This is an optimization exercise on Yosys and OpenROAD, whose aim is small area, a short achievable clock period and few clock cycles per item, not a production implementation.
Where RTL was checked, it was by simulation tests only, not by an equivalence proof against the original.
No functional check of the RTL was part of runs 1 to 3.

`flow/run.sh`:
```
#!/bin/bash
# synth_recipe.tcl (not shown) runs the flow's synth.tcl, then flattens the netlist and writes it again
# the make line also repeats each setting of config.mk as NAME=value (left out here)
make -C /OpenROAD-flow-scripts/flow DESIGN_CONFIG=/design/flow/config.mk WORK_HOME=/design/flow/orfs CLKGATE_MAP_FILE= SYNTH_SCRIPT=/design/flow/synth_recipe.tcl finish
```
`flow/design.v`:
```
package cordic_pkg;
    typedef enum logic [1:0] {
        IDLE,
        ITER,
        SCALE,
        DONE
    } state_e;
    localparam logic signed [31:0] PI     = 32'sh0003_243F;
    localparam logic signed [31:0] TWO_PI = 32'sh0006_487F;
    localparam logic        [31:0] K_INV  = 32'h0000_9B75;
    function automatic logic [31:0] atan_lut(input logic [3:0] idx);
        logic [31:0] val;
        case (idx)
            4'd0:    val = 32'h0000_C910;
            4'd1:    val = 32'h0000_76B2;
            4'd2:    val = 32'h0000_3EB7;
            4'd3:    val = 32'h0000_1FD6;
            4'd4:    val = 32'h0000_0FFB;
            4'd5:    val = 32'h0000_07FF;
            4'd6:    val = 32'h0000_0400;
            4'd7:    val = 32'h0000_0200;
            4'd8:    val = 32'h0000_0100;
            4'd9:    val = 32'h0000_0080;
            4'd10:   val = 32'h0000_0040;
            4'd11:   val = 32'h0000_0020;
            4'd12:   val = 32'h0000_0010;
            4'd13:   val = 32'h0000_0008;
            4'd14:   val = 32'h0000_0004;
            default: val = 32'h0000_0002;
        endcase
        atan_lut = val;
    endfunction
endpackage
module cordic_vec_stage #(
    parameter int IW = 34
) (
    input  logic signed [IW-1:0] x_in,
    input  logic signed [IW-1:0] y_in,
    input  logic signed [IW-1:0] z_in,
    input  logic        [3:0]    shift,
    input  logic signed [IW-1:0] atan_i,
    output logic signed [IW-1:0] x_out,
    output logic signed [IW-1:0] y_out,
    output logic signed [IW-1:0] z_out
);
    logic signed [IW-1:0] x_sh;
    logic signed [IW-1:0] y_sh;
    always_comb begin
        x_sh = x_in >>> shift;
        y_sh = y_in >>> shift;
        if (!y_in[IW-1]) begin
            x_out = x_in + y_sh;
            y_out = y_in - x_sh;
            z_out = z_in + atan_i;
        end else begin
            x_out = x_in - y_sh;
            y_out = y_in + x_sh;
            z_out = z_in - atan_i;
        end
    end
endmodule
module cordic_atan2 (
    input  logic        clk,
    input  logic        rst,
    input  logic        in_valid,
    output logic        in_ready,
    input  logic [31:0] in_x,
    input  logic [31:0] in_y,
    output logic        out_valid,
    input  logic        out_ready,
    output logic [31:0] out_angle,
    output logic [31:0] out_mag,
    output logic        out_zero
);
    logic run_q;
    logic [31:0] r0_x, r0_y;
    logic        r0_v;
    always_ff @(posedge clk) begin
        if (run_q) begin
            r0_x <= in_x;
            r0_y <= in_y;
        end
    end
    always_ff @(posedge clk) begin
        if (rst) r0_v <= 1'b0;
        else if (run_q) r0_v <= in_valid;
    end
    wire        fd_f  = r0_x[31];
    wire        fd_sy = r0_y[31];
    wire [32:0] fd_x = {1'b0, r0_x ^ {32{fd_f}}} + {32'b0, fd_f};
    wire [32:0] fd_y = {r0_y[31], r0_y} ^ {33{fd_f}};
    wire [32:0] fd_y0 = fd_y + {32'b0, fd_f};
    logic [32:0] r1_x;
    logic [32:0] r1_y;
    logic [0:0] r1_f;
    logic [0:0] r1_sy;
    logic r1_v;
    always_ff @(posedge clk) begin
        if (run_q) begin
            r1_x <= fd_x;
            r1_y <= fd_y0;
            r1_f <= fd_f;
            r1_sy <= fd_sy;
        end
    end
    always_ff @(posedge clk) begin
        if (rst) r1_v <= 1'b0;
        else if (run_q) r1_v <= r0_v;
    end
    wire i0_d = ~r1_y[32];   
    wire [32:0] i0_x = r1_x + (r1_y[32:0] ^ {33{~i0_d}}) + {32'b0, ~i0_d};
    wire [33:0] i0_y = {{1{r1_y[32]}}, r1_y} + ({1'b0, r1_x[32:0]} ^ {34{i0_d}}) + {33'b0, i0_d};
    logic [32:0] r2_x;
    logic [0:0] r2_f;
    logic [0:0] r2_sy;
    logic [33:0] r2_y;
    logic [0:0] r2_b0;
    logic r2_v;
    always_ff @(posedge clk) begin
        if (run_q) begin
            r2_x <= i0_x;
            r2_f <= r1_f;
            r2_sy <= r1_sy;
            r2_y <= i0_y;
            r2_b0 <= i0_d;
        end
    end
    always_ff @(posedge clk) begin
        if (rst) r2_v <= 1'b0;
        else if (run_q) r2_v <= r1_v;
    end
    wire i1_d = ~r2_y[33];   
    wire [32:0] i1_ysh = r2_y[33:1];
    wire [32:0] i1_x = r2_x + (i1_ysh[32:0] ^ {33{~i1_d}}) + {32'b0, ~i1_d};
    wire [32:0] i1_y = r2_y[32:0] + ({1'b0, r2_x[32:1]} ^ {33{i1_d}}) + {32'b0, i1_d};
    logic [32:0] r3_x;
    logic [0:0] r3_f;
    logic [0:0] r3_sy;
    logic [0:0] r3_b0;
    logic [32:0] r3_y;
    logic [0:0] r3_b1;
    logic r3_v;
    always_ff @(posedge clk) begin
        if (run_q) begin
            r3_x <= i1_x;
            r3_f <= r2_f;
            r3_sy <= r2_sy;
            r3_b0 <= r2_b0;
            r3_y <= i1_y;
            r3_b1 <= i1_d;
        end
    end
    always_ff @(posedge clk) begin
        if (rst) r3_v <= 1'b0;
        else if (run_q) r3_v <= r2_v;
    end
    wire i2_d = ~r3_y[32];   
    wire [30:0] i2_ysh = r3_y[32:2];
    wire [32:0] i2_x = r3_x + ({{2{i2_ysh[30]}}, i2_ysh} ^ {33{~i2_d}}) + {32'b0, ~i2_d};
    wire [31:0] i2_y = r3_y[31:0] + ({1'b0, r3_x[32:2]} ^ {32{i2_d}}) + {31'b0, i2_d};
    logic [32:0] r4_x;
    logic [0:0] r4_f;
    logic [0:0] r4_sy;
    logic [0:0] r4_b0;
    logic [0:0] r4_b1;
    logic [31:0] r4_y;
    logic [0:0] r4_b2;
    logic r4_v;
    always_ff @(posedge clk) begin
        if (run_q) begin
            r4_x <= i2_x;
            r4_f <= r3_f;
            r4_sy <= r3_sy;
            r4_b0 <= r3_b0;
            r4_b1 <= r3_b1;
            r4_y <= i2_y;
            r4_b2 <= i2_d;
        end
    end
    always_ff @(posedge clk) begin
        if (rst) r4_v <= 1'b0;
        else if (run_q) r4_v <= r3_v;
    end
    wire i3_d = ~r4_y[31];   
    wire [28:0] i3_ysh = r4_y[31:3];
    wire [32:0] i3_x = r4_x + ({{4{i3_ysh[28]}}, i3_ysh} ^ {33{~i3_d}}) + {32'b0, ~i3_d};
    wire [30:0] i3_y = r4_y[30:0] + ({1'b0, r4_x[32:3]} ^ {31{i3_d}}) + {30'b0, i3_d};
    logic [32:0] r5_x;
    logic [0:0] r5_f;
    logic [0:0] r5_sy;
    logic [0:0] r5_b0;
    logic [0:0] r5_b1;
    logic [0:0] r5_b2;
    logic [30:0] r5_y;
    logic [0:0] r5_b3;
    logic r5_v;
    always_ff @(posedge clk) begin
        if (run_q) begin
            r5_x <= i3_x;
            r5_f <= r4_f;
            r5_sy <= r4_sy;
            r5_b0 <= r4_b0;
            r5_b1 <= r4_b1;
            r5_b2 <= r4_b2;
            r5_y <= i3_y;
            r5_b3 <= i3_d;
        end
    end
    always_ff @(posedge clk) begin
        if (rst) r5_v <= 1'b0;
        else if (run_q) r5_v <= r4_v;
    end
    wire i4_d = ~r5_y[30];   
    wire [26:0] i4_ysh = r5_y[30:4];
    wire [32:0] i4_x = r5_x + ({{6{i4_ysh[26]}}, i4_ysh} ^ {33{~i4_d}}) + {32'b0, ~i4_d};
    wire [29:0] i4_y = r5_y[29:0] + ({1'b0, r5_x[32:4]} ^ {30{i4_d}}) + {29'b0, i4_d};
    logic [32:0] r6_x;
    logic [0:0] r6_f;
    logic [0:0] r6_sy;
    logic [0:0] r6_b0;
    logic [0:0] r6_b1;
    logic [0:0] r6_b2;
    logic [0:0] r6_b3;
    logic [29:0] r6_y;
    logic [0:0] r6_b4;
    logic r6_v;
    always_ff @(posedge clk) begin
        if (run_q) begin
            r6_x <= i4_x;
            r6_f <= r5_f;
            r6_sy <= r5_sy;
            r6_b0 <= r5_b0;
            r6_b1 <= r5_b1;
            r6_b2 <= r5_b2;
            r6_b3 <= r5_b3;
            r6_y <= i4_y;
            r6_b4 <= i4_d;
        end
    end
    always_ff @(posedge clk) begin
        if (rst) r6_v <= 1'b0;
        else if (run_q) r6_v <= r5_v;
    end
    wire i5_d = ~r6_y[29];   
    wire [24:0] i5_ysh = r6_y[29:5];
    wire [32:0] i5_x = r6_x + ({{8{i5_ysh[24]}}, i5_ysh} ^ {33{~i5_d}}) + {32'b0, ~i5_d};
    wire [28:0] i5_y = r6_y[28:0] + ({1'b0, r6_x[32:5]} ^ {29{i5_d}}) + {28'b0, i5_d};
    logic [32:0] r7_x;
    logic [0:0] r7_f;
    logic [0:0] r7_sy;
    logic [0:0] r7_b0;
    logic [0:0] r7_b1;
    logic [0:0] r7_b2;
    logic [0:0] r7_b3;
    logic [0:0] r7_b4;
    logic [28:0] r7_y;
    logic [0:0] r7_b5;
    logic r7_v;
    always_ff @(posedge clk) begin
        if (run_q) begin
            r7_x <= i5_x;
            r7_f <= r6_f;
            r7_sy <= r6_sy;
            r7_b0 <= r6_b0;
            r7_b1 <= r6_b1;
            r7_b2 <= r6_b2;
            r7_b3 <= r6_b3;
            r7_b4 <= r6_b4;
            r7_y <= i5_y;
            r7_b5 <= i5_d;
        end
    end
    always_ff @(posedge clk) begin
        if (rst) r7_v <= 1'b0;
        else if (run_q) r7_v <= r6_v;
    end
    wire i6_d = ~r7_y[28];   
    wire [22:0] i6_ysh = r7_y[28:6];
    wire [32:0] i6_x = r7_x + ({{10{i6_ysh[22]}}, i6_ysh} ^ {33{~i6_d}}) + {32'b0, ~i6_d};
    wire [27:0] i6_y = r7_y[27:0] + ({1'b0, r7_x[32:6]} ^ {28{i6_d}}) + {27'b0, i6_d};
    logic [32:0] r8_x;
    logic [0:0] r8_f;
    logic [0:0] r8_sy;
    logic [0:0] r8_b0;
    logic [0:0] r8_b1;
    logic [0:0] r8_b2;
    logic [0:0] r8_b3;
    logic [0:0] r8_b4;
    logic [0:0] r8_b5;
    logic [27:0] r8_y;
    logic [0:0] r8_b6;
    logic r8_v;
    always_ff @(posedge clk) begin
        if (run_q) begin
            r8_x <= i6_x;
            r8_f <= r7_f;
            r8_sy <= r7_sy;
            r8_b0 <= r7_b0;
            r8_b1 <= r7_b1;
            r8_b2 <= r7_b2;
            r8_b3 <= r7_b3;
            r8_b4 <= r7_b4;
            r8_b5 <= r7_b5;
            r8_y <= i6_y;
            r8_b6 <= i6_d;
        end
    end
    always_ff @(posedge clk) begin
        if (rst) r8_v <= 1'b0;
        else if (run_q) r8_v <= r7_v;
    end
    wire i7_d = ~r8_y[27];   
    wire [20:0] i7_ysh = r8_y[27:7];
    wire [32:0] i7_x = r8_x + ({{12{i7_ysh[20]}}, i7_ysh} ^ {33{~i7_d}}) + {32'b0, ~i7_d};
    wire [26:0] i7_y = r8_y[26:0] + ({1'b0, r8_x[32:7]} ^ {27{i7_d}}) + {26'b0, i7_d};
    logic [32:0] r9_x;
    logic [0:0] r9_f;
    logic [0:0] r9_sy;
    logic [0:0] r9_b0;
    logic [0:0] r9_b1;
    logic [0:0] r9_b2;
    logic [0:0] r9_b3;
    logic [0:0] r9_b4;
    logic [0:0] r9_b5;
    logic [0:0] r9_b6;
    logic [26:0] r9_y;
    logic [0:0] r9_b7;
    logic r9_v;
    always_ff @(posedge clk) begin
        if (run_q) begin
            r9_x <= i7_x;
            r9_f <= r8_f;
            r9_sy <= r8_sy;
            r9_b0 <= r8_b0;
            r9_b1 <= r8_b1;
            r9_b2 <= r8_b2;
            r9_b3 <= r8_b3;
            r9_b4 <= r8_b4;
            r9_b5 <= r8_b5;
            r9_b6 <= r8_b6;
            r9_y <= i7_y;
            r9_b7 <= i7_d;
        end
    end
    always_ff @(posedge clk) begin
        if (rst) r9_v <= 1'b0;
        else if (run_q) r9_v <= r8_v;
    end
    wire i8_d = ~r9_y[26];   
    wire [18:0] i8_ysh = r9_y[26:8];
    wire [32:0] i8_x = r9_x + ({{14{i8_ysh[18]}}, i8_ysh} ^ {33{~i8_d}}) + {32'b0, ~i8_d};
    wire [25:0] i8_y = r9_y[25:0] + ({1'b0, r9_x[32:8]} ^ {26{i8_d}}) + {25'b0, i8_d};
    logic [32:0] r10_x;
    logic [0:0] r10_f;
    logic [0:0] r10_sy;
    logic [0:0] r10_b0;
    logic [0:0] r10_b1;
    logic [0:0] r10_b2;
    logic [0:0] r10_b3;
    logic [0:0] r10_b4;
    logic [0:0] r10_b5;
    logic [0:0] r10_b6;
    logic [0:0] r10_b7;
    logic [25:0] r10_y;
    logic [0:0] r10_b8;
    logic r10_v;
    always_ff @(posedge clk) begin
        if (run_q) begin
            r10_x <= i8_x;
            r10_f <= r9_f;
            r10_sy <= r9_sy;
            r10_b0 <= r9_b0;
            r10_b1 <= r9_b1;
            r10_b2 <= r9_b2;
            r10_b3 <= r9_b3;
            r10_b4 <= r9_b4;
            r10_b5 <= r9_b5;
            r10_b6 <= r9_b6;
            r10_b7 <= r9_b7;
            r10_y <= i8_y;
            r10_b8 <= i8_d;
        end
    end
    always_ff @(posedge clk) begin
        if (rst) r10_v <= 1'b0;
        else if (run_q) r10_v <= r9_v;
    end
    wire i9_d = ~r10_y[25];   
    wire [16:0] i9_ysh = r10_y[25:9];
    wire [32:0] i9_x = r10_x + ({{16{i9_ysh[16]}}, i9_ysh} ^ {33{~i9_d}}) + {32'b0, ~i9_d};
    wire [24:0] i9_y = r10_y[24:0] + ({1'b0, r10_x[32:9]} ^ {25{i9_d}}) + {24'b0, i9_d};
    logic [32:0] r11_x;
    logic [0:0] r11_f;
    logic [0:0] r11_sy;
    logic [0:0] r11_b0;
    logic [0:0] r11_b1;
    logic [0:0] r11_b2;
    logic [0:0] r11_b3;
    logic [0:0] r11_b4;
    logic [0:0] r11_b5;
    logic [0:0] r11_b6;
    logic [0:0] r11_b7;
    logic [0:0] r11_b8;
    logic [24:0] r11_y;
    logic [0:0] r11_b9;
    logic r11_v;
    always_ff @(posedge clk) begin
        if (run_q) begin
            r11_x <= i9_x;
            r11_f <= r10_f;
            r11_sy <= r10_sy;
            r11_b0 <= r10_b0;
            r11_b1 <= r10_b1;
            r11_b2 <= r10_b2;
            r11_b3 <= r10_b3;
            r11_b4 <= r10_b4;
            r11_b5 <= r10_b5;
            r11_b6 <= r10_b6;
            r11_b7 <= r10_b7;
            r11_b8 <= r10_b8;
            r11_y <= i9_y;
            r11_b9 <= i9_d;
        end
    end
    always_ff @(posedge clk) begin
        if (rst) r11_v <= 1'b0;
        else if (run_q) r11_v <= r10_v;
    end
    wire i10_d = ~r11_y[24];   
    wire [14:0] i10_ysh = r11_y[24:10];
    wire [32:0] i10_x = r11_x + ({{18{i10_ysh[14]}}, i10_ysh} ^ {33{~i10_d}}) + {32'b0, ~i10_d};
    wire [23:0] i10_y = r11_y[23:0] + ({1'b0, r11_x[32:10]} ^ {24{i10_d}}) + {23'b0, i10_d};
    logic [32:0] r12_x;
    logic [0:0] r12_f;
    logic [0:0] r12_sy;
    logic [0:0] r12_b0;
    logic [0:0] r12_b1;
    logic [0:0] r12_b2;
    logic [0:0] r12_b3;
    logic [0:0] r12_b4;
    logic [0:0] r12_b5;
    logic [0:0] r12_b6;
    logic [0:0] r12_b7;
    logic [0:0] r12_b8;
    logic [0:0] r12_b9;
    logic [23:0] r12_y;
    logic [0:0] r12_b10;
    logic r12_v;
    always_ff @(posedge clk) begin
        if (run_q) begin
            r12_x <= i10_x;
            r12_f <= r11_f;
            r12_sy <= r11_sy;
            r12_b0 <= r11_b0;
            r12_b1 <= r11_b1;
            r12_b2 <= r11_b2;
            r12_b3 <= r11_b3;
            r12_b4 <= r11_b4;
            r12_b5 <= r11_b5;
            r12_b6 <= r11_b6;
            r12_b7 <= r11_b7;
            r12_b8 <= r11_b8;
            r12_b9 <= r11_b9;
            r12_y <= i10_y;
            r12_b10 <= i10_d;
        end
    end
    always_ff @(posedge clk) begin
        if (rst) r12_v <= 1'b0;
        else if (run_q) r12_v <= r11_v;
    end
    wire i11_d = ~r12_y[23];   
    wire [12:0] i11_ysh = r12_y[23:11];
    wire [32:0] i11_x = r12_x + ({{20{i11_ysh[12]}}, i11_ysh} ^ {33{~i11_d}}) + {32'b0, ~i11_d};
    wire [22:0] i11_y = r12_y[22:0] + ({1'b0, r12_x[32:11]} ^ {23{i11_d}}) + {22'b0, i11_d};
    logic [32:0] r13_x;
    logic [0:0] r13_f;
    logic [0:0] r13_sy;
    logic [0:0] r13_b0;
    logic [0:0] r13_b1;
    logic [0:0] r13_b2;
    logic [0:0] r13_b3;
    logic [0:0] r13_b4;
    logic [0:0] r13_b5;
    logic [0:0] r13_b6;
    logic [0:0] r13_b7;
    logic [0:0] r13_b8;
    logic [0:0] r13_b9;
    logic [0:0] r13_b10;
    logic [22:0] r13_y;
    logic [0:0] r13_b11;
    logic r13_v;
    always_ff @(posedge clk) begin
        if (run_q) begin
            r13_x <= i11_x;
            r13_f <= r12_f;
            r13_sy <= r12_sy;
            r13_b0 <= r12_b0;
            r13_b1 <= r12_b1;
            r13_b2 <= r12_b2;
            r13_b3 <= r12_b3;
            r13_b4 <= r12_b4;
            r13_b5 <= r12_b5;
            r13_b6 <= r12_b6;
            r13_b7 <= r12_b7;
            r13_b8 <= r12_b8;
            r13_b9 <= r12_b9;
            r13_b10 <= r12_b10;
            r13_y <= i11_y;
            r13_b11 <= i11_d;
        end
    end
    always_ff @(posedge clk) begin
        if (rst) r13_v <= 1'b0;
        else if (run_q) r13_v <= r12_v;
    end
    wire i12_d = ~r13_y[22];   
    wire [10:0] i12_ysh = r13_y[22:12];
    wire [32:0] i12_x = r13_x + ({{22{i12_ysh[10]}}, i12_ysh} ^ {33{~i12_d}}) + {32'b0, ~i12_d};
    wire [21:0] i12_y = r13_y[21:0] + ({1'b0, r13_x[32:12]} ^ {22{i12_d}}) + {21'b0, i12_d};
    logic [32:0] r14_x;
    logic [0:0] r14_f;
    logic [0:0] r14_sy;
    logic [0:0] r14_b0;
    logic [0:0] r14_b1;
    logic [0:0] r14_b2;
    logic [0:0] r14_b3;
    logic [0:0] r14_b4;
    logic [0:0] r14_b5;
    logic [0:0] r14_b6;
    logic [0:0] r14_b7;
    logic [0:0] r14_b8;
    logic [0:0] r14_b9;
    logic [0:0] r14_b10;
    logic [0:0] r14_b11;
    logic [21:0] r14_y;
    logic [0:0] r14_b12;
    logic r14_v;
    always_ff @(posedge clk) begin
        if (run_q) begin
            r14_x <= i12_x;
            r14_f <= r13_f;
            r14_sy <= r13_sy;
            r14_b0 <= r13_b0;
            r14_b1 <= r13_b1;
            r14_b2 <= r13_b2;
            r14_b3 <= r13_b3;
            r14_b4 <= r13_b4;
            r14_b5 <= r13_b5;
            r14_b6 <= r13_b6;
            r14_b7 <= r13_b7;
            r14_b8 <= r13_b8;
            r14_b9 <= r13_b9;
            r14_b10 <= r13_b10;
            r14_b11 <= r13_b11;
            r14_y <= i12_y;
            r14_b12 <= i12_d;
        end
    end
    always_ff @(posedge clk) begin
        if (rst) r14_v <= 1'b0;
        else if (run_q) r14_v <= r13_v;
    end
    wire i13_d = ~r14_y[21];   
    wire [8:0] i13_ysh = r14_y[21:13];
    wire [32:0] i13_x = r14_x + ({{24{i13_ysh[8]}}, i13_ysh} ^ {33{~i13_d}}) + {32'b0, ~i13_d};
    wire [20:0] i13_y = r14_y[20:0] + ({1'b0, r14_x[32:13]} ^ {21{i13_d}}) + {20'b0, i13_d};
    logic [32:0] r15_x;
    logic [0:0] r15_f;
    logic [0:0] r15_sy;
    logic [0:0] r15_b0;
    logic [0:0] r15_b1;
    logic [0:0] r15_b2;
    logic [0:0] r15_b3;
    logic [0:0] r15_b4;
    logic [0:0] r15_b5;
    logic [0:0] r15_b6;
    logic [0:0] r15_b7;
    logic [0:0] r15_b8;
    logic [0:0] r15_b9;
    logic [0:0] r15_b10;
    logic [0:0] r15_b11;
    logic [0:0] r15_b12;
    logic [20:0] r15_y;
    logic [0:0] r15_b13;
    logic r15_v;
    always_ff @(posedge clk) begin
        if (run_q) begin
            r15_x <= i13_x;
            r15_f <= r14_f;
            r15_sy <= r14_sy;
            r15_b0 <= r14_b0;
            r15_b1 <= r14_b1;
            r15_b2 <= r14_b2;
            r15_b3 <= r14_b3;
            r15_b4 <= r14_b4;
            r15_b5 <= r14_b5;
            r15_b6 <= r14_b6;
            r15_b7 <= r14_b7;
            r15_b8 <= r14_b8;
            r15_b9 <= r14_b9;
            r15_b10 <= r14_b10;
            r15_b11 <= r14_b11;
            r15_b12 <= r14_b12;
            r15_y <= i13_y;
            r15_b13 <= i13_d;
        end
    end
    always_ff @(posedge clk) begin
        if (rst) r15_v <= 1'b0;
        else if (run_q) r15_v <= r14_v;
    end
    wire i14_d = ~r15_y[20];   
    wire [6:0] i14_ysh = r15_y[20:14];
    wire [32:0] i14_x = r15_x + ({{26{i14_ysh[6]}}, i14_ysh} ^ {33{~i14_d}}) + {32'b0, ~i14_d};
    wire [19:0] i14_y = r15_y[19:0] + ({1'b0, r15_x[32:14]} ^ {20{i14_d}}) + {19'b0, i14_d};
    logic [32:0] r16_x;
    logic [0:0] r16_f;
    logic [0:0] r16_sy;
    logic [0:0] r16_b0;
    logic [0:0] r16_b1;
    logic [0:0] r16_b2;
    logic [0:0] r16_b3;
    logic [0:0] r16_b4;
    logic [0:0] r16_b5;
    logic [0:0] r16_b6;
    logic [0:0] r16_b7;
    logic [0:0] r16_b8;
    logic [0:0] r16_b9;
    logic [0:0] r16_b10;
    logic [0:0] r16_b11;
    logic [0:0] r16_b12;
    logic [0:0] r16_b13;
    logic [19:0] r16_y;
    logic [0:0] r16_b14;
    logic r16_v;
    always_ff @(posedge clk) begin
        if (run_q) begin
            r16_x <= i14_x;
            r16_f <= r15_f;
            r16_sy <= r15_sy;
            r16_b0 <= r15_b0;
            r16_b1 <= r15_b1;
            r16_b2 <= r15_b2;
            r16_b3 <= r15_b3;
            r16_b4 <= r15_b4;
            r16_b5 <= r15_b5;
            r16_b6 <= r15_b6;
            r16_b7 <= r15_b7;
            r16_b8 <= r15_b8;
            r16_b9 <= r15_b9;
            r16_b10 <= r15_b10;
            r16_b11 <= r15_b11;
            r16_b12 <= r15_b12;
            r16_b13 <= r15_b13;
            r16_y <= i14_y;
            r16_b14 <= i14_d;
        end
    end
    always_ff @(posedge clk) begin
        if (rst) r16_v <= 1'b0;
        else if (run_q) r16_v <= r15_v;
    end
    wire i15_d = ~r16_y[19];   
    wire [4:0] i15_ysh = r16_y[19:15];
    wire [32:0] i15_x = r16_x + ({{28{i15_ysh[4]}}, i15_ysh} ^ {33{~i15_d}}) + {32'b0, ~i15_d};
    logic [32:0] r17_x;
    logic [0:0] r17_f;
    logic [0:0] r17_sy;
    logic [0:0] r17_b0;
    logic [0:0] r17_b1;
    logic [0:0] r17_b2;
    logic [0:0] r17_b3;
    logic [0:0] r17_b4;
    logic [0:0] r17_b5;
    logic [0:0] r17_b6;
    logic [0:0] r17_b7;
    logic [0:0] r17_b8;
    logic [0:0] r17_b9;
    logic [0:0] r17_b10;
    logic [0:0] r17_b11;
    logic [0:0] r17_b12;
    logic [0:0] r17_b13;
    logic [0:0] r17_b14;
    logic [0:0] r17_b15;
    logic r17_v;
    always_ff @(posedge clk) begin
        if (run_q) begin
            r17_x <= i15_x;
            r17_f <= r16_f;
            r17_sy <= r16_sy;
            r17_b0 <= r16_b0;
            r17_b1 <= r16_b1;
            r17_b2 <= r16_b2;
            r17_b3 <= r16_b3;
            r17_b4 <= r16_b4;
            r17_b5 <= r16_b5;
            r17_b6 <= r16_b6;
            r17_b7 <= r16_b7;
            r17_b8 <= r16_b8;
            r17_b9 <= r16_b9;
            r17_b10 <= r16_b10;
            r17_b11 <= r16_b11;
            r17_b12 <= r16_b12;
            r17_b13 <= r16_b13;
            r17_b14 <= r16_b14;
            r17_b15 <= i15_d;
        end
    end
    always_ff @(posedge clk) begin
        if (rst) r17_v <= 1'b0;
        else if (run_q) r17_v <= r16_v;
    end
    wire m1_zero = (r17_x == 33'd0);
    wire [48:0] m1_t15_u = {16'b0, r17_x};
    wire [48:0] m1_t15 = {m1_t15_u[33:0], 15'b0};
    wire [48:0] m1_t13_u = {16'b0, r17_x};
    wire [48:0] m1_t13 = {m1_t13_u[35:0], 13'b0};
    wire [48:0] m1_t10_u = {16'b0, ~r17_x};
    wire [48:0] m1_t10 = {m1_t10_u[38:0], 10'b0};
    wire [48:0] m1_t7_u = {16'b0, ~r17_x};
    wire [48:0] m1_t7 = {m1_t7_u[41:0], 7'b0};
    wire [48:0] m1_t4_u = {16'b0, ~r17_x};
    wire [48:0] m1_t4 = {m1_t4_u[44:0], 4'b0};
    wire [48:0] m1_t2_u = {16'b0, r17_x};
    wire [48:0] m1_t2 = {m1_t2_u[46:0], 2'b0};
    wire [48:0] m1_t0_u = {16'b0, r17_x};
    wire [48:0] m1_t0 = m1_t0_u;
    wire [48:0] m1_mc_l0_0_s = m1_t15 ^ m1_t13 ^ m1_t10;
    wire [48:0] m1_mc_l0_0_m = (m1_t15 & m1_t13) | (m1_t15 & m1_t10) | (m1_t13 & m1_t10);
    wire [48:0] m1_mc_l0_0_c = {m1_mc_l0_0_m[47:0], 1'b0};
    wire [48:0] m1_mc_l0_1_s = m1_t7 ^ m1_t4 ^ m1_t2;
    wire [48:0] m1_mc_l0_1_m = (m1_t7 & m1_t4) | (m1_t7 & m1_t2) | (m1_t4 & m1_t2);
    wire [48:0] m1_mc_l0_1_c = {m1_mc_l0_1_m[47:0], 1'b0};
    wire [48:0] m1_mc_l1_0_s = m1_mc_l0_0_s ^ m1_mc_l0_0_c ^ m1_mc_l0_1_s;
    wire [48:0] m1_mc_l1_0_m = (m1_mc_l0_0_s & m1_mc_l0_0_c) | (m1_mc_l0_0_s & m1_mc_l0_1_s) | (m1_mc_l0_0_c & m1_mc_l0_1_s);
    wire [48:0] m1_mc_l1_0_c = {m1_mc_l1_0_m[47:0], 1'b0};
    wire [48:0] m1_mc_l1_1_s = m1_mc_l0_1_c ^ m1_t0 ^ 49'h1f6e000008490;
    wire [48:0] m1_mc_l1_1_m = (m1_mc_l0_1_c & m1_t0) | (m1_mc_l0_1_c & 49'h1f6e000008490) | (m1_t0 & 49'h1f6e000008490);
    wire [48:0] m1_mc_l1_1_c = {m1_mc_l1_1_m[47:0], 1'b0};
    wire [48:0] m1_mc_l2_0_s = m1_mc_l1_0_s ^ m1_mc_l1_0_c ^ m1_mc_l1_1_s;
    wire [48:0] m1_mc_l2_0_m = (m1_mc_l1_0_s & m1_mc_l1_0_c) | (m1_mc_l1_0_s & m1_mc_l1_1_s) | (m1_mc_l1_0_c & m1_mc_l1_1_s);
    wire [48:0] m1_mc_l2_0_c = {m1_mc_l2_0_m[47:0], 1'b0};
    wire [48:0] m1_mc_l3_0_s = m1_mc_l2_0_s ^ m1_mc_l2_0_c ^ m1_mc_l1_1_c;
    wire [48:0] m1_mc_l3_0_m = (m1_mc_l2_0_s & m1_mc_l2_0_c) | (m1_mc_l2_0_s & m1_mc_l1_1_c) | (m1_mc_l2_0_c & m1_mc_l1_1_c);
    wire [48:0] m1_mc_l3_0_c = {m1_mc_l3_0_m[47:0], 1'b0};
    wire [19:0] m1_zlo = {8'b0, r17_b6, r17_b7, r17_b8, r17_b9, r17_b10, r17_b11, r17_b12, r17_b13, r17_b14, r17_b15, 2'b00};
    wire [19:0] m1_zc_l0_0_s = 20'he41b9 ^ ({20{r17_b0}} & 20'h19220) ^ ({20{r17_b1}} & 20'hed64);
    wire [19:0] m1_zc_l0_0_m = (20'he41b9 & ({20{r17_b0}} & 20'h19220)) | (20'he41b9 & ({20{r17_b1}} & 20'hed64)) | (({20{r17_b0}} & 20'h19220) & ({20{r17_b1}} & 20'hed64));
    wire [19:0] m1_zc_l0_0_c = {m1_zc_l0_0_m[18:0], 1'b0};
    wire [19:0] m1_zc_l0_1_s = ({20{r17_b2}} & 20'h7d6e) ^ ({20{r17_b3}} & 20'h3fac) ^ ({20{r17_b4}} & 20'h1ff6);
    wire [19:0] m1_zc_l0_1_m = (({20{r17_b2}} & 20'h7d6e) & ({20{r17_b3}} & 20'h3fac)) | (({20{r17_b2}} & 20'h7d6e) & ({20{r17_b4}} & 20'h1ff6)) | (({20{r17_b3}} & 20'h3fac) & ({20{r17_b4}} & 20'h1ff6));
    wire [19:0] m1_zc_l0_1_c = {m1_zc_l0_1_m[18:0], 1'b0};
    wire [19:0] m1_zc_l1_0_s = m1_zc_l0_0_s ^ m1_zc_l0_0_c ^ m1_zc_l0_1_s;
    wire [19:0] m1_zc_l1_0_m = (m1_zc_l0_0_s & m1_zc_l0_0_c) | (m1_zc_l0_0_s & m1_zc_l0_1_s) | (m1_zc_l0_0_c & m1_zc_l0_1_s);
    wire [19:0] m1_zc_l1_0_c = {m1_zc_l1_0_m[18:0], 1'b0};
    wire [19:0] m1_zc_l1_1_s = m1_zc_l0_1_c ^ ({20{r17_b5}} & 20'hffe) ^ m1_zlo;
    wire [19:0] m1_zc_l1_1_m = (m1_zc_l0_1_c & ({20{r17_b5}} & 20'hffe)) | (m1_zc_l0_1_c & m1_zlo) | (({20{r17_b5}} & 20'hffe) & m1_zlo);
    wire [19:0] m1_zc_l1_1_c = {m1_zc_l1_1_m[18:0], 1'b0};
    wire [19:0] m1_zc_l2_0_s = m1_zc_l1_0_s ^ m1_zc_l1_0_c ^ m1_zc_l1_1_s;
    wire [19:0] m1_zc_l2_0_m = (m1_zc_l1_0_s & m1_zc_l1_0_c) | (m1_zc_l1_0_s & m1_zc_l1_1_s) | (m1_zc_l1_0_c & m1_zc_l1_1_s);
    wire [19:0] m1_zc_l2_0_c = {m1_zc_l2_0_m[18:0], 1'b0};
    wire [19:0] m1_zc_l3_0_s = m1_zc_l2_0_s ^ m1_zc_l2_0_c ^ m1_zc_l1_1_c;
    wire [19:0] m1_zc_l3_0_m = (m1_zc_l2_0_s & m1_zc_l2_0_c) | (m1_zc_l2_0_s & m1_zc_l1_1_c) | (m1_zc_l2_0_c & m1_zc_l1_1_c);
    wire [19:0] m1_zc_l3_0_c = {m1_zc_l3_0_m[18:0], 1'b0};
    wire [19:0] m1_theta = m1_zc_l3_0_s + m1_zc_l3_0_c;
    logic [48:0] r18_ms;
    logic [48:0] r18_mc;
    logic [19:0] r18_theta;
    logic [0:0] r18_zero;
    logic [0:0] r18_f;
    logic [0:0] r18_sy;
    logic r18_v;
    always_ff @(posedge clk) begin
        if (run_q) begin
            r18_ms <= m1_mc_l3_0_s;
            r18_mc <= m1_mc_l3_0_c;
            r18_theta <= m1_theta;
            r18_zero <= m1_zero;
            r18_f <= r17_f;
            r18_sy <= r17_sy;
        end
    end
    always_ff @(posedge clk) begin
        if (rst) r18_v <= 1'b0;
        else if (run_q) r18_v <= r17_v;
    end
    wire [48:0] m2_s = r18_ms + r18_mc;
    wire        m2_sat = m2_s[48] | m2_s[47];
    wire [30:0] m2_mag = m2_sat ? 31'h7FFF_FFFF : m2_s[46:16];
    wire        m2_pos = ~r18_theta[19] & (|r18_theta);
    logic [19:0] m2_off;
    always_comb begin
        if (!r18_f)            m2_off = 20'h0;
        else if (r18_sy) m2_off = m2_pos ? 20'hcdbc1 : 20'h32440;
        else              m2_off = m2_pos ? 20'hcdbc0 : 20'h3243f;
    end
    wire [19:0] m2_ang = r18_theta + m2_off;
    wire [31:0] m2_angle = r18_zero ? 32'h0 : {{12{m2_ang[19]}}, m2_ang};
    logic        ov_q, sv_q;
    logic [31:0] oa_q, om_q, sa_q, sm_q;
    logic        oz_q, sz_q;
    wire push = run_q & r18_v;
    wire pop  = ov_q & out_ready;
    logic ov_d, sv_d;
    always_comb begin
        if (ov_q & ~pop) begin
            ov_d = 1'b1;
            sv_d = sv_q | push;
        end else begin
            ov_d = sv_q | push;
            sv_d = 1'b0;
        end
    end
    always_ff @(posedge clk) begin
        if (rst) begin
            ov_q  <= 1'b0;
            sv_q  <= 1'b0;
            run_q <= 1'b1;
        end else begin
            ov_q  <= ov_d;
            sv_q  <= sv_d;
            run_q <= ~sv_d;
        end
    end
    always_ff @(posedge clk) begin
        if (~sv_q) begin
            sa_q <= m2_angle;
            sm_q <= {1'b0, m2_mag};
            sz_q <= r18_zero;
        end
    end
    always_ff @(posedge clk) begin
        if (out_ready | ~ov_q) begin
            oa_q <= sv_q ? sa_q : m2_angle;
            om_q <= sv_q ? sm_q : {1'b0, m2_mag};
            oz_q <= sv_q ? sz_q : r18_zero;
        end
    end
    assign in_ready  = run_q;
    assign out_valid = ov_q;
    assign out_angle = oa_q;
    assign out_mag   = om_q;
    assign out_zero  = oz_q;
endmodule
```
`flow/config.mk`:
```
export PLATFORM = sky130hd
export DESIGN_NAME = cordic_atan2
export DESIGN_NICKNAME = cordic_atan2
export VERILOG_FILES = /design/flow/design.v
export SDC_FILE = /design/flow/constraint.sdc
export NUM_CORES = 4
export LEC_CHECK = 0
export CAP_MARGIN = 20
export CORE_MARGIN = 2
export CORE_UTILIZATION = 40
export SETUP_SLACK_MARGIN = 5
export SLEW_MARGIN = 20
```
`flow/constraint.sdc`:
```
create_clock -name core_clock -period 10.0 [get_ports {clk}]
set_input_delay 2.0000 -clock core_clock [delete_from_list [all_inputs] [get_ports {clk}]]
set_output_delay 2.0000 -clock core_clock [all_outputs]
set_load 0.01 [all_outputs]
```
==> results of run 1 <==
[synth_stat cells, types with 202 or more instances]
master,instances
xnor2_1,1021
edfxtp_1,1393
a21o_1,287
ha_1,854
nand2_1,356
nor2_1,433
inv_1,405
fa_1,202
nand3_1,215
o21ai_0,270
a21oi_1,574
xor2_1,576
[worst paths after layout]
kind	to	slack, ns	start
worst max register to register	r4_x[32]	5.21	r3_y[32]
worst min-delay path	r14_b5	0.39	r13_b5
worst max-delay path	r4_x[32]	5.21	r3_y[32]
worst min register to register	r14_b5	0.39	r13_b5
[layout make-up]
| cell class | instances | area [um^2] |
|---|---|---|
| repair buffers | 195 | 1861 |
| clock buffers | 222 | 4818 |
| diodes | 1 | 2.502 |
| well taps | 3185 | 3985 |
| flip-flops and latches | 1480 | 43580 |
| fillers | 21950 | 132300 |
| multi-input cells | 6395 | 50960 |
| clock inverters | 107 | 1290 |
| inverters | 405 | 1524 |
[critical path, delay by kind of cell, from the launching register on]
family | cells | cell delay [ns]
and+or+nand+nor | 1 | 0.63
adders and majority gates | 1 | 0.28
buffers and inverters | 2 | 0.95
xor gates and xnor gates | 2 | 0.45
AOI/OAI and AO/OA | 8 | 1.85
DFF | 1 | 0.32
[metrics by stage]
stage | setup slack, ns | TNS (ns) | cell area, um^2 | utilization (%) | hold slack, ns
floorplan | -1.064 | -4.872 | 96570 | - | 0.4003
global route | 4.924 | 0 | 108000 | 44.95 | 0.3919
detailed placement | 4.600 | 0 | 101700 | 42.33 | 0.4045
global placement | 4.509 | 0 | 101700 | 42.32 | 0.4005
CTS | 5.002 | 0 | 107900 | 44.88 | 0.3865
finish | 5.210 | 0 | 108000 | 44.95 | 0.3911
[layer usage]
layer,GRT usage (%),wire [um],vias up
met4,9.717,12880,0
met2,33.98,117500,1064
li1,-,-,31280
met3,2.352,6236,528
met1,18.53,84020,30260
met5,0,0,-
[timing repair]
action                                  in CTS  in global routing
endpoints found under the setup margin       3                 11
gates resized for setup                      6                 12
setup buffers                                2                  9
pin swaps                                    2                  8
[cells by family after synthesis]
logic type               count (synthesis)  share of synthesized area [%]
AO/OA/AOI/OAI                         1897                          13.01
adder cells (fa/ha/maj)               1058                          15.27
XOR/XNOR                              1597                          14.48
buffers and inverters                  554                          2.199
flip-flops                            1480                          45.12
AND/OR/NAND/NOR                       1789                          9.329
multiplexers                            54                         0.5857
==> reports/summary.txt, run 1 <==
row count - 180
Die Wd - 495.3 um
Finished Layout Cells - 11990
most common cell after layout, fill and taps aside - edfxtp_1
Worst Setup Start Kind - register
share of cells above drive strength 1 - 5.236%
crit path time final - 4.791 ns
Max Clock Skew - 0.06490 ns
RSZ-0062 raised after global routing - true
clk latency of the worst-skew pair - 0.83 ns
max cap viols - 0
clock root cell - clkbuf_16
crit path max-delay cell type - nor3_1
biggest regs - r18_mc (45), r18_ms (45)
hold path depth - 0
GRT Util Overall - 17.75%
commonest cells after routing, fill and taps aside - edfxtp_1, xnor2_1, ha_1
drt first-iter violations - 2994
Worst setup EP type - register
crit path cell chain - buf_4 -> buf_4 -> xor2_1 -> fa_1 -> a21o_1 -> a21oi_1 -> o21ai_0 -> a21oi_1 -> nor3_1 -> o21ai_1 -> o311ai_2 -> a211o_1 -> o2111ai_1 -> xnor2_1
Die Y - 495.3 um
post-DR vias/cell - 5.265
I/O pins - 135
max-slew violations - 0
Starting Density - 40.18%
Netlist Area Pre-Place - 96570 um^2
fmax - 0.2087 GHz
critical path type - reg2reg
crit-path max FO - 35
worst path required time - 10.56 ns
Tcrit/Tclk final - 47.91%
status - finished clean
Slew @ Worst Pin - 1.412 ns
syn avg cell area - 11.46 um^2
post-DP HPWL - 173200 um
vias in the first global route - 64900
final WL - 220700 um
DR vias - 63130
reg2reg path depth - 14
area growth from synthesis to layout - 11.86%
top cells by area, synth - edfxtp_1, ha_1, xnor2_1, xor2_1, fa_1
unique cell type count in the Yosys netlist - 110
largest net degree at the start of global routing - 192
Sink Count - 1480
fin nets - 9780
initial antenna violation count - 3
synth warn - 1
first-pass GRT wire length - 346100 um
Slew HR - 5.899%
cell type with the largest total area after synthesis - edfxtp_1
CTS buffer count - 179
number of synthesized flops with an enable pin - 1393
final-report setup violation count - 0
routability cong. - 0.9047
Worst Path Arrival - 5.35 ns
Wirelength per Cell - 18.41 um
CTS tree - done
Pre-Repair DR Iteration Count - 8
GR Overflow Total - 0
remaining antenna violation count after routing - 0
asr flop ratio synth - 0%
core area - 240300 um^2
CTS H-tree depth - 4
Mapped Nets - 9553
# port buffers - 134
Clock Path Buffers - 3
post-synth top area share - 43.32%
Final Hold Fails - 0
hold buffer count at cts - 0
Synth Register Bits - 1480
Mapped Cells - 8429
register area share after synthesis - 45.12%
path category of the worst min-delay check - reg2reg
DR DRC count - 0
ys flop type - edfxtp_1
clk slew on worst S/H paths - 0.06 ns
Die ar. - 245400 um^2
placed cell count - 11650
critical path's largest stage delay - 0.63 ns
==> inputs of run 2 (changes only) <==
==> flow/flow/run.sh (new file) <==
#!/bin/bash
# Standard ORFS layout, with timing repair aimed at a tighter setup margin.
set -euo pipefail
bash standard.sh SETUP_SLACK_MARGIN=6.5 finish > make_finish.log 2>&1
==> flow/standard.sh (new file) <==
#!/bin/bash
# synth_recipe.tcl (not shown) runs the flow's synth.tcl, then flattens the netlist and writes it again
# the make line also repeats each setting of config.mk as NAME=value (left out here)
make -C /OpenROAD-flow-scripts/flow DESIGN_CONFIG=/design/flow/config.mk WORK_HOME=/design/flow/orfs CLKGATE_MAP_FILE= SYNTH_SCRIPT=/design/flow/synth_recipe.tcl "${@:-finish}"
--- a/flow/config.mk
+++ b/flow/config.mk
@@ -9,4 +9,3 @@
 export CORE_MARGIN = 2
 export CORE_UTILIZATION = 40
-export SETUP_SLACK_MARGIN = 5
 export SLEW_MARGIN = 20
removed: flow/run.sh
==> reports/summary.txt, run 2 <==
# port buffers - 134
Starting Density - 40.18%
placed cell count - 11650
I/O pins - 135
fmax - 0.2164 GHz
Die Y - 495.3 um
row count - 180
Sink Count - 1480
Hold EP - r14_b5
first-pass GRT wire length - 366500 um
clk latency of the worst-skew pair - 0.84 ns
HP Start - r13_b5
RR Startpoint - r17_b2
hold path depth - 0
cell type with the largest total area after synthesis - edfxtp_1
Slew HR - 14.75%
final-report setup violation count - 0
top-count cell post-synth - edfxtp_1
Finished Layout Cells - 12520
CTS buffer count - 179
Wirelength per Cell - 19.62 um
fin nets - 10310
syn avg cell area - 11.46 um^2
post-layout util - 49.50%
Worst Setup Start Kind - register
path category of the worst min-delay check - reg2reg
Final Hold Fails - 0
Netlist Area Pre-Place - 96570 um^2
CTS H-tree depth - 4
setup TNS - 0 ns
flop-to-flop setup slack - 5.38 ns
final worst-path setup slack - 5.380 ns
hold buffer count at cts - 0
RSZ-0062 raised after global routing - true
Post-DP Area - 101700 um^2
Synth Register Bits - 1480
GR Overflow Total - 0
Max Used Layer - met5
asr flop ratio synth - 0%
clk slew on worst S/H paths - 0.06 ns
largest net degree at the start of global routing - 192
Hold Slack - 0.3853 ns
drt first-iter violations - 3251
top cells by area, synth - edfxtp_1, ha_1, xnor2_1, xor2_1, fa_1
pre-CTS setup slack - 4.600 ns
initial antenna violation count - 4
area growth from synthesis to layout - 23.17%
remaining antenna violation count after routing - 0
reg-to-reg endpoint - r18_theta[19]
Mapped Cells - 8429
max-slew violations - 0
DR DRC count - 0
commonest cells after routing, fill and taps aside - edfxtp_1, xnor2_1, ha_1
synth warn - 1
Max Clock Skew - 0.06155 ns
met2 routed WL - 133900 um
Die ar. - 245400 um^2
critical path type - reg2reg
status - finished clean
ys flop type - edfxtp_1
max cap viols - 0
vias in the first global route - 67400
met3 wire length - 6961 um
GRT Util Overall - 18.95%
Slew @ Worst Pin - 1.279 ns
Pre-Repair DR Iteration Count - 6
number of synthesized flops with an enable pin - 1393
Clock Path Buffers - 3
worst path required time - 10.59 ns
post-DP HPWL - 173200 um
final instance area - 118900 um^2
share of cells above drive strength 1 - 19.11%
reg2reg path depth - 20
crit path time final - 4.620 ns
clock root cell - clkbuf_16
post-synth top area share - 43.32%
Worst Path Arrival - 5.21 ns
most common cell after layout, fill and taps aside - edfxtp_1
final WL - 245700 um
routability cong. - 0.9047
register area share after synthesis - 45.12%
WL met1 - 89440 um
core area - 240300 um^2
CTS tree - done
Mapped Nets - 9553
Post-synth top cells - edfxtp_1, xnor2_1, ha_1
DR vias - 66580
crit-path max FO - 4
unique cell type count in the Yosys netlist - 110
Tcrit/Tclk final - 46.20%
biggest regs - r18_mc (45), r18_ms (45)
post-DR vias/cell - 5.317
Die Wd - 495.3 um
Worst setup EP type - register
## run 2: cell counts after synthesis
Identical to the previous run, type by type.
## run 2: layer usage
| metal | global-route usage (%) | vias up |
|---|---|---|
| li1 | - | 32330 |
| met1 | 19.34 | 32360 |
| met2 | 37.06 | 1247 |
| met3 | 2.410 | 635 |
| met4 | 10.02 | 2 |
| met5 | 0 | - |
## run 2: cell families after synthesis
group / share of synthesized area, %
XOR/XNOR: 14.48
adder cells (fa/ha/maj): 15.27
multiplexers: 0.5857
AND/OR/NAND/NOR: 9.329
buffers and inverters: 2.199
AO/OA/AOI/OAI: 13.01
flip-flops: 45.12
## run 2: repair_timing
item,4_1_cts,5_1_grt
gates cloned,31,13
buffers inserted,241,257
pin swaps,250,477
resized for setup,824,686
endpoints found under the setup margin,812,432
## run 2: worst max-delay path, cell delays in order (launching register included)
cell,delay [ns]
edfxtp_1,0.39
buf_6,0.12
inv_4,0.03
fa_2,0.57
inv_4,0.07
ha_4,0.26
inv_2,0.03
fa_1,0.51
inv_2,0.04
fa_1,0.54
ha_4,0.22
a21o_1,0.18
a21oi_2,0.14
o21bai_1,0.09
a21oi_2,0.15
o21bai_1,0.09
a21oi_2,0.21
o2111ai_2,0.13
a31oi_2,0.24
o21bai_1,0.09
mux2_2,0.28
## run 2: final cells by class
class	instances	area, um^2
well taps	3185	3985
multi-input cells	6400	56630
diodes	3	7.507
flip-flops and latches	1480	43580
fillers	20890	121400
clock inverters	107	1290
inverters	405	1529
clock buffers	222	4818
repair buffers	721	7106
## run 2: how the worst max path moves through the flow
stage / startpoint / end / cells past startpoint
after floorplan: run_q / in_ready / 0
after global placement: r17_b4 / r18_theta[19] / 21
after detailed placement: r17_b4 / r18_theta[19] / 21
after CTS: r17_b2 / r18_theta[19] / 18
after global routing: r17_b2 / r18_theta[19] / 20
final: r17_b2 / r18_theta[19] / 20
==> inputs of run 3 (changes only) <==
==> flow/flow/run.sh (replaced) <==
#!/bin/bash
# Standard ORFS layout, with timing repair aimed at a tighter setup margin.
set -euo pipefail
bash standard.sh SETUP_SLACK_MARGIN=7 finish > make_finish.log 2>&1
==> reports/summary.txt, run 3 <==
status - finished clean
DR vias - 70190
unique cell type count in the Yosys netlist - 110
vias in the first global route - 71690
met3 wire length - 8419 um
Die ar. - 245400 um^2
post-layout util - 54.08%
compound-cell area share of the yosys netlist - 13.01%
met2 routed WL - 146000 um
mux contribution to synthesized area - 0.5857%
Post-synth top cells - edfxtp_1, xnor2_1, ha_1
Max Clock Skew - 0.06335 ns
xor/xnor cell area share of the yosys netlist - 14.48%
largest net degree at the start of global routing - 97
# port buffers - 134
drt first-iter violations - 3442
synth warn - 1
Tcrit/Tclk final - 46.05%
crit path time final - 4.605 ns
final-report setup violation count - 0
Wirelength per Cell - 20.34 um
path category of the worst min-delay check - reg2reg
post-DP HPWL - 173200 um
Synth Register Bits - 1480
Slew HR - 4.781%
row count - 180
Max Used Layer - met4
most common cell after layout, fill and taps aside - edfxtp_1
Sink Count - 1480
DR DRC count - 0
Die Wd - 495.3 um
Worst Path Arrival - 5.19 ns
post-DR vias/cell - 5.339
commonest cells after routing, fill and taps aside - edfxtp_1, xnor2_1, buf_4
Final Hold Fails - 0
routability cong. - 0.9047
GR Overflow Total - 0
Die Y - 495.3 um
cell type with the largest total area after synthesis - edfxtp_1
crit-path max FO - 4
share of cells above drive strength 1 - 31.23%
GRT Util Overall - 20.62%
critical path type - reg2reg
core area - 240300 um^2
Simple-Gate Fraction of Synth Area - 9.329%
clk latency of the worst-skew pair - 0.84 ns
Netlist Area Pre-Place - 96570 um^2
max-slew violations - 0
remaining antenna violation count after routing - 0
fmax - 0.2171 GHz
asr flop ratio synth - 0%
Pre-Repair DR Iteration Count - 7
area growth from synthesis to layout - 34.59%
placed cell count - 11650
CTS buffer count - 179
initial antenna violation count - 3
RSZ-0062 raised after global routing - true
Clock Path Buffers - 3
max cap viols - 0
critical path's largest stage delay - 0.57 ns
first-pass GRT wire length - 396200 um
top cells by area, synth - edfxtp_1, ha_1, xnor2_1, xor2_1, fa_1
top-count cell post-synth - edfxtp_1
Worst setup EP type - register
WL met1 - 94950 um
clock root cell - clkbuf_16
post-synth top area share - 43.32%
hold buffer count at cts - 0
worst path required time - 10.58 ns
CTS H-tree depth - 4
Slew @ Worst Pin - 1.417 ns
Post-Synth Adder-Cell Area - 15.27%
largest family of logic cells by synthesized area - adder cells
Starting Density - 40.18%
Mapped Cells - 8429
register area share after synthesis - 45.12%
Mapped Nets - 9553
biggest regs - r18_mc (45), r18_ms (45)
Worst Setup Start Kind - register
syn avg cell area - 11.46 um^2
final WL - 267400 um
CTS tree - done
Finished Layout Cells - 13150
ys flop type - edfxtp_1
I/O pins - 135
crit path cell chain - buf_6 -> inv_4 -> fa_2 -> inv_4 -> ha_4 -> inv_2 -> fa_1 -> inv_2 -> fa_1 -> ha_4 -> a21o_1 -> a21oi_2 -> o21bai_1 -> a21oi_2 -> o21bai_1 -> a21oi_2 -> o2111ai_2 -> a31oi_2 -> o21bai_1 -> mux2_2
crit path max-delay cell type - fa_2
flop-to-flop setup slack - 5.39 ns
number of synthesized flops with an enable pin - 1393
fin nets - 10930
clk slew on worst S/H paths - 0.06 ns
-- run 3: changes by cell type in the layout (fill, tap and decap cells not counted), sizes merged --
cell / before / now
diode: 3 / 4
a31o: 20 / 21
o21ai: 301 / 303
bufbuf: 14 / 18
a31oi: 77 / 76
inv: 415 / 405
clkinvlp: 10 / 20
clkdlybuf4s15: 6 / 0
o31a: 25 / 26
clkbuf: 238 / 225
buf: 618 / 1252
-- run 3: final timing paths --
| path | start | depth (start not counted) | to |
|---|---|---|---|
| hold reg to reg | r13_b5 | 0 | r14_b5 |
| setup reg to reg | r17_b2 | 20 | r18_theta[19] |
| setup / recovery | r17_b2 | 20 | r18_theta[19] |
| hold / removal | r13_b5 | 0 | r14_b5 |
-- run 3: layout make-up --
| cell class | count | area, um^2 |
|---|---|---|
| fillers | 19590 | 110300 |
| inverters | 405 | 1582 |
| flip-flops and latches | 1480 | 43580 |
| multi-input cells | 6403 | 61420 |
| well taps | 3185 | 3985 |
| diodes | 4 | 10.01 |
| clock buffers | 222 | 4818 |
| repair buffers | 1340 | 13290 |
| clock inverters | 107 | 1290 |
-- run 3: worst max-delay path: cells and delay by family (launching register included) --
family / cells / cell delay [ns]
multiplexers: 1 / 0.28
adder cells (fa/ha/maj): 5 / 2.09
buffers and inverters: 5 / 0.29
flip-flops: 1 / 0.39
AO/OA/AOI/OAI: 9 / 1.31
-- run 3: cells by family after synthesis --
| family | Yosys count |
|---|---|
| compound gates | 1897 |
| simple gates | 1789 |
| xor+xnor | 1597 |
| flops | 1480 |
| fa+ha+maj | 1058 |
| buf+inv | 554 |
| mux | 54 |
-- run 3: repair_timing --
item / in CTS / in global routing
resized for setup: 1893 / 985
pin swaps: 810 / 793
buffers inserted: 746 / 368
cloned: 49 / 2
endpoints found under the setup margin: 1730 / 951
-- run 3: per-layer routing --
metal,vias to the layer above,GRT usage (%)
met5,-,0
li1,33580,-
met4,0,12.20
met2,1575,40.17
met1,34280,20.60
met3,747,2.697
-- run 3: through the flow --
stage          setup slack (ns)  setup TNS, ns  cell area, um^2  hold WS (ns)
6_report                  5.395              0           130000        0.3920
5_1_grt                   5.208              0           130000        0.3918
4_1_cts                   5.350              0           122100        0.3865
3_5_place_dp              4.600              0           101700        0.4045
3_3_place_gp              4.509              0           101700        0.4005
2_1_floorplan            -1.064         -4.872            96570        0.4003
==> inputs of run 4 (changes only) <==
--- a/flow/design.v
+++ b/flow/design.v
@@ -745,24 +745,37 @@
     wire [48:0] m1_mc_l3_0_m = (m1_mc_l2_0_s & m1_mc_l2_0_c) | (m1_mc_l2_0_s & m1_mc_l1_1_c) | (m1_mc_l2_0_c & m1_mc_l1_1_c);
     wire [48:0] m1_mc_l3_0_c = {m1_mc_l3_0_m[47:0], 1'b0};
+    logic [19:0] m1_ta;
+    always_comb begin
+        case ({r17_b2, r17_b1, r17_b0})
+            3'd0: m1_ta = 20'he41b9;
+            3'd1: m1_ta = 20'hfd3d9;
+            3'd2: m1_ta = 20'hf2f1d;
+            3'd3: m1_ta = 20'hc13d;
+            3'd4: m1_ta = 20'hebf27;
+            3'd5: m1_ta = 20'h5147;
+            3'd6: m1_ta = 20'hfac8b;
+            3'd7: m1_ta = 20'h13eab;
+            default: m1_ta = '0;
+        endcase
+    end
+    logic [19:0] m1_tb;
+    always_comb begin
+        case ({r17_b5, r17_b4, r17_b3})
+            3'd0: m1_tb = 20'h0;
+            3'd1: m1_tb = 20'h3fac;
+            3'd2: m1_tb = 20'h1ff6;
+            3'd3: m1_tb = 20'h5fa2;
+            3'd4: m1_tb = 20'hffe;
+            3'd5: m1_tb = 20'h4faa;
+            3'd6: m1_tb = 20'h2ff4;
+            3'd7: m1_tb = 20'h6fa0;
+            default: m1_tb = '0;
+        endcase
+    end
     wire [19:0] m1_zlo = {8'b0, r17_b6, r17_b7, r17_b8, r17_b9, r17_b10, r17_b11, r17_b12, r17_b13, r17_b14, r17_b15, 2'b00};
-    wire [19:0] m1_zc_l0_0_s = 20'he41b9 ^ ({20{r17_b0}} & 20'h19220) ^ ({20{r17_b1}} & 20'hed64);
-    wire [19:0] m1_zc_l0_0_m = (20'he41b9 & ({20{r17_b0}} & 20'h19220)) | (20'he41b9 & ({20{r17_b1}} & 20'hed64)) | (({20{r17_b0}} & 20'h19220) & ({20{r17_b1}} & 20'hed64));
+    wire [19:0] m1_zc_l0_0_s = m1_ta ^ m1_tb ^ m1_zlo;
+    wire [19:0] m1_zc_l0_0_m = (m1_ta & m1_tb) | (m1_ta & m1_zlo) | (m1_tb & m1_zlo);
     wire [19:0] m1_zc_l0_0_c = {m1_zc_l0_0_m[18:0], 1'b0};
-    wire [19:0] m1_zc_l0_1_s = ({20{r17_b2}} & 20'h7d6e) ^ ({20{r17_b3}} & 20'h3fac) ^ ({20{r17_b4}} & 20'h1ff6);
-    wire [19:0] m1_zc_l0_1_m = (({20{r17_b2}} & 20'h7d6e) & ({20{r17_b3}} & 20'h3fac)) | (({20{r17_b2}} & 20'h7d6e) & ({20{r17_b4}} & 20'h1ff6)) | (({20{r17_b3}} & 20'h3fac) & ({20{r17_b4}} & 20'h1ff6));
-    wire [19:0] m1_zc_l0_1_c = {m1_zc_l0_1_m[18:0], 1'b0};
-    wire [19:0] m1_zc_l1_0_s = m1_zc_l0_0_s ^ m1_zc_l0_0_c ^ m1_zc_l0_1_s;
-    wire [19:0] m1_zc_l1_0_m = (m1_zc_l0_0_s & m1_zc_l0_0_c) | (m1_zc_l0_0_s & m1_zc_l0_1_s) | (m1_zc_l0_0_c & m1_zc_l0_1_s);
-    wire [19:0] m1_zc_l1_0_c = {m1_zc_l1_0_m[18:0], 1'b0};
-    wire [19:0] m1_zc_l1_1_s = m1_zc_l0_1_c ^ ({20{r17_b5}} & 20'hffe) ^ m1_zlo;
-    wire [19:0] m1_zc_l1_1_m = (m1_zc_l0_1_c & ({20{r17_b5}} & 20'hffe)) | (m1_zc_l0_1_c & m1_zlo) | (({20{r17_b5}} & 20'hffe) & m1_zlo);
-    wire [19:0] m1_zc_l1_1_c = {m1_zc_l1_1_m[18:0], 1'b0};
-    wire [19:0] m1_zc_l2_0_s = m1_zc_l1_0_s ^ m1_zc_l1_0_c ^ m1_zc_l1_1_s;
-    wire [19:0] m1_zc_l2_0_m = (m1_zc_l1_0_s & m1_zc_l1_0_c) | (m1_zc_l1_0_s & m1_zc_l1_1_s) | (m1_zc_l1_0_c & m1_zc_l1_1_s);
-    wire [19:0] m1_zc_l2_0_c = {m1_zc_l2_0_m[18:0], 1'b0};
-    wire [19:0] m1_zc_l3_0_s = m1_zc_l2_0_s ^ m1_zc_l2_0_c ^ m1_zc_l1_1_c;
-    wire [19:0] m1_zc_l3_0_m = (m1_zc_l2_0_s & m1_zc_l2_0_c) | (m1_zc_l2_0_s & m1_zc_l1_1_c) | (m1_zc_l2_0_c & m1_zc_l1_1_c);
-    wire [19:0] m1_zc_l3_0_c = {m1_zc_l3_0_m[18:0], 1'b0};
-    wire [19:0] m1_theta = m1_zc_l3_0_s + m1_zc_l3_0_c;
+    wire [19:0] m1_theta = m1_zc_l0_0_s + m1_zc_l0_0_c;
     logic [48:0] r18_ms;
     logic [48:0] r18_mc;
==> flow/flow/run.sh (replaced) <==
#!/bin/bash
# Standard ORFS layout, with timing repair aimed at a tighter setup margin.
set -euo pipefail
bash standard.sh SETUP_SLACK_MARGIN=6.5 finish > make_finish.log 2>&1
==> reports/summary.txt, run 4 <==
fmax - 0.2610 GHz
Mapped Cells - 8450
area growth from synthesis to layout - 22.65%
RSZ-0062 raised after global routing - true
Sink Count - 1504
final-report setup violation count - 0
WL met1 - 95460 um
Slew @ Worst Pin - 1.088 ns
Final Hold Fails - 0
final instance area - 118100 um^2
row count - 180
register area share after synthesis - 45.76%
Max Clock Skew - 0.07593 ns
max cap viols - 0
clk latency of the worst-skew pair - 0.84 ns
Die ar. - 244700 um^2
I/O pins - 135
Pre-Repair DR Iteration Count - 6
synth warn - 1
reg2reg path depth - 14
CTS tree - done
met3 wire length - 9244 um
crit-path max FO - 6
CTS buffer count - 174
initial antenna violation count - 3
Hold Slack - 0.3827 ns
post-DR vias/cell - 5.294
Worst setup EP type - register
DR DRC count - 0
status - finished clean
crit path cell chain - buf_12 -> buf_16 -> xnor2_2 -> ha_1 -> o21a_1 -> o2111ai_1 -> a41o_1 -> a31oi_4 -> a221o_1 -> a41o_1 -> o41a_1 -> a41oi_2 -> a31oi_1 -> xnor2_1
critical path type - reg2reg
crit path max-delay cell type - edfxtp_1
Slew HR - 27.10%
most used cell, CP - a41o_1
ys flop type - edfxtp_1
Tcrit/Tclk final - 38.32%
Synth Register Bits - 1504
Worst Setup Start Kind - register
Starting Density - 40.14%
post-layout util - 49.24%
clock root cell - clkbuf_16
final WL - 234600 um
routability cong. - 0.8898
top-count cell post-synth - edfxtp_1
critical path's largest stage delay - 0.43 ns
path category of the worst min-delay check - reg2reg
largest net degree at the start of global routing - 158
number of synthesized flops with an enable pin - 1394
Finished Layout Cells - 12540
top cells by area, synth - edfxtp_1, ha_1, xnor2_1, xor2_1, fa_1
Die Wd - 494.6 um
# port buffers - 134
CTS H-tree depth - 4
GR Overflow Total - 0
biggest regs - r18_mc (45), r18_ms (45), r2_y (34)
worst path required time - 10.51 ns
max-slew violations - 0
share of cells above drive strength 1 - 18.39%
commonest cells after routing, fill and taps aside - edfxtp_1, xnor2_1, ha_1
pre-CTS setup slack - 5.178 ns
final worst-path setup slack - 6.169 ns
Netlist Area Pre-Place - 96280 um^2
vias in the first global route - 65820
Clock Path Buffers - 3
cell type with the largest total area after synthesis - edfxtp_1
Worst Path Arrival - 4.35 ns
hold path depth - 0
Max Used Layer - met5
asr flop ratio synth - 0%
crit path time final - 3.832 ns
met2 routed WL - 118100 um
drt first-iter violations - 3701
syn avg cell area - 11.39 um^2
post-synth top area share - 43.48%
core area - 239900 um^2
unique cell type count in the Yosys netlist - 99
post-DP HPWL - 163100 um
most common cell after layout, fill and taps aside - edfxtp_1
Critical path buffers and inverters - 2
remaining antenna violation count after routing - 0
fin nets - 10290
WP depth - 14
Top delay family on crit path - compound AO/OA/AOI/OAI gates
Die Y - 494.6 um
placed cell count - 11670
clk slew on worst S/H paths - 0.06 ns
Wirelength per Cell - 18.71 um
Post-synth top cells - edfxtp_1, xnor2_1, ha_1
GRT Util Overall - 18.02%
DR vias - 66380
first-pass GRT wire length - 353100 um
Mapped Nets - 9535
Post-DP Area - 101500 um^2
setup TNS - 0 ns
Fillers - 20910
==> run 4: cell count changes in the layout (fill, tap and decap cells not counted), sizes merged, moves of 27 or more <==
cell | previous run | this run
buf | 1252 | 617
nor2 | 433 | 511
nand2 | 356 | 404
nor3 | 167 | 130
nand3 | 215 | 188
==> run 4: cell type report <==
| class | instances | area [um^2] | area share (%) |
|---|---|---|---|
| clock inverters | 104 | 1306 | 1.106 |
| repair buffers | 721 | 6987 | 5.916 |
| inverters | 380 | 1430 | 1.211 |
| multi-input cells | 6421 | 55620 | 47.10 |
| well taps | 3185 | 3985 | 3.374 |
| diodes | 7 | 17.52 | 0.01483 |
| repair inverters | 1 | 5.005 | 0.004238 |
| flip-flops and latches | 1504 | 44070 | 37.32 |
| clock buffers | 216 | 4679 | 3.962 |
==> run 4: final timing paths <==
check / to / start / slack, ns
worst max register to register: r3_y[32] / r2_y[33] / 6.17
worst max-delay path: r3_y[32] / r2_y[33] / 6.17
worst min-delay path: r8_b2 / r7_b2 / 0.38
worst min register to register: r8_b2 / r7_b2 / 0.38
==> run 4: per-layer routing <==
metal  vias to the layer above  global-route usage [%]
li1                      32380                       -
met1                     32040                   21.46
met3                       533                   2.694
met4                         2                   8.598
met2                      1431                   31.72
met5                         -                       0
==> run 4: repair_timing <==
action / CTS / global route
gates cloned: 29 / 12
setup buffers: 234 / 267
hold buffers: 0 / 0
setup endpoints to repair: 1213 / 659
resized for setup: 796 / 641
pin swaps: 256 / 403
==> run 4: cells by family (layout without fill, tap and decap cells) <==
group / count (synthesis) / after routing / synth area share, %
DFF: 1504 / 1504 / 45.76
adders and majority gates: 1017 / 1017 / 14.62
other: 0 / 7 / 0
AOI/OAI and AO/OA: 1852 / 1853 / 12.58
xor gates and xnor gates: 1604 / 1604 / 14.59
and+or+nand+nor: 1879 / 1879 / 9.653
muxes: 68 / 68 / 0.7277
buffers and inverters: 526 / 1422 / 2.070
Testbench counts of run 4, summed over its fixed seeds: cycles 672, items 512.

static timing again, ports no longer ideal:
How much do the figures lean on ideal ports? The routed layouts below were timed once more, with nothing changed but the port constraints.
Step 1: set_driving_cell puts a clkbuf_16 on clk and a buf_2 on each other input, an assumption about the parent block.
Step 2 adds t to the input delays and takes it off the output delays; t is the mean of the earliest and latest rising clock arrival at the registers after step 1. Input paths then give back, and output paths get back, about the clock's delay inside the block.
Three values: ideal ports, drivers, drivers and shift; two values: the first two.
run	t, ns	setup slack, ns	worst hold slack (ns)	worst register clock-pin slew, ns	worst slew at a driven data input, ns
run 1	0.901	5.210 / 5.210 / 5.210	0.391 / 0.391 / 0.391	0.06 / 0.06	0.06
run 2	0.909	5.380 / 5.380 / 5.380	0.385 / 0.385 / 0.385	0.06 / 0.06	0.07
run 3	0.910	5.395 / 5.395 / 5.395	0.392 / 0.392 / 0.392	0.06 / 0.06	0.07
run 4	0.887	6.169 / 6.169 / 6.080	0.383 / 0.383 / 0.383	0.07 / 0.07	0.04
After both steps setup and hold are still met in every run listed. For run 4, which loses most, drivers alone change the setup slack by 0.000 ns; drivers and shift together by -0.089 ns.
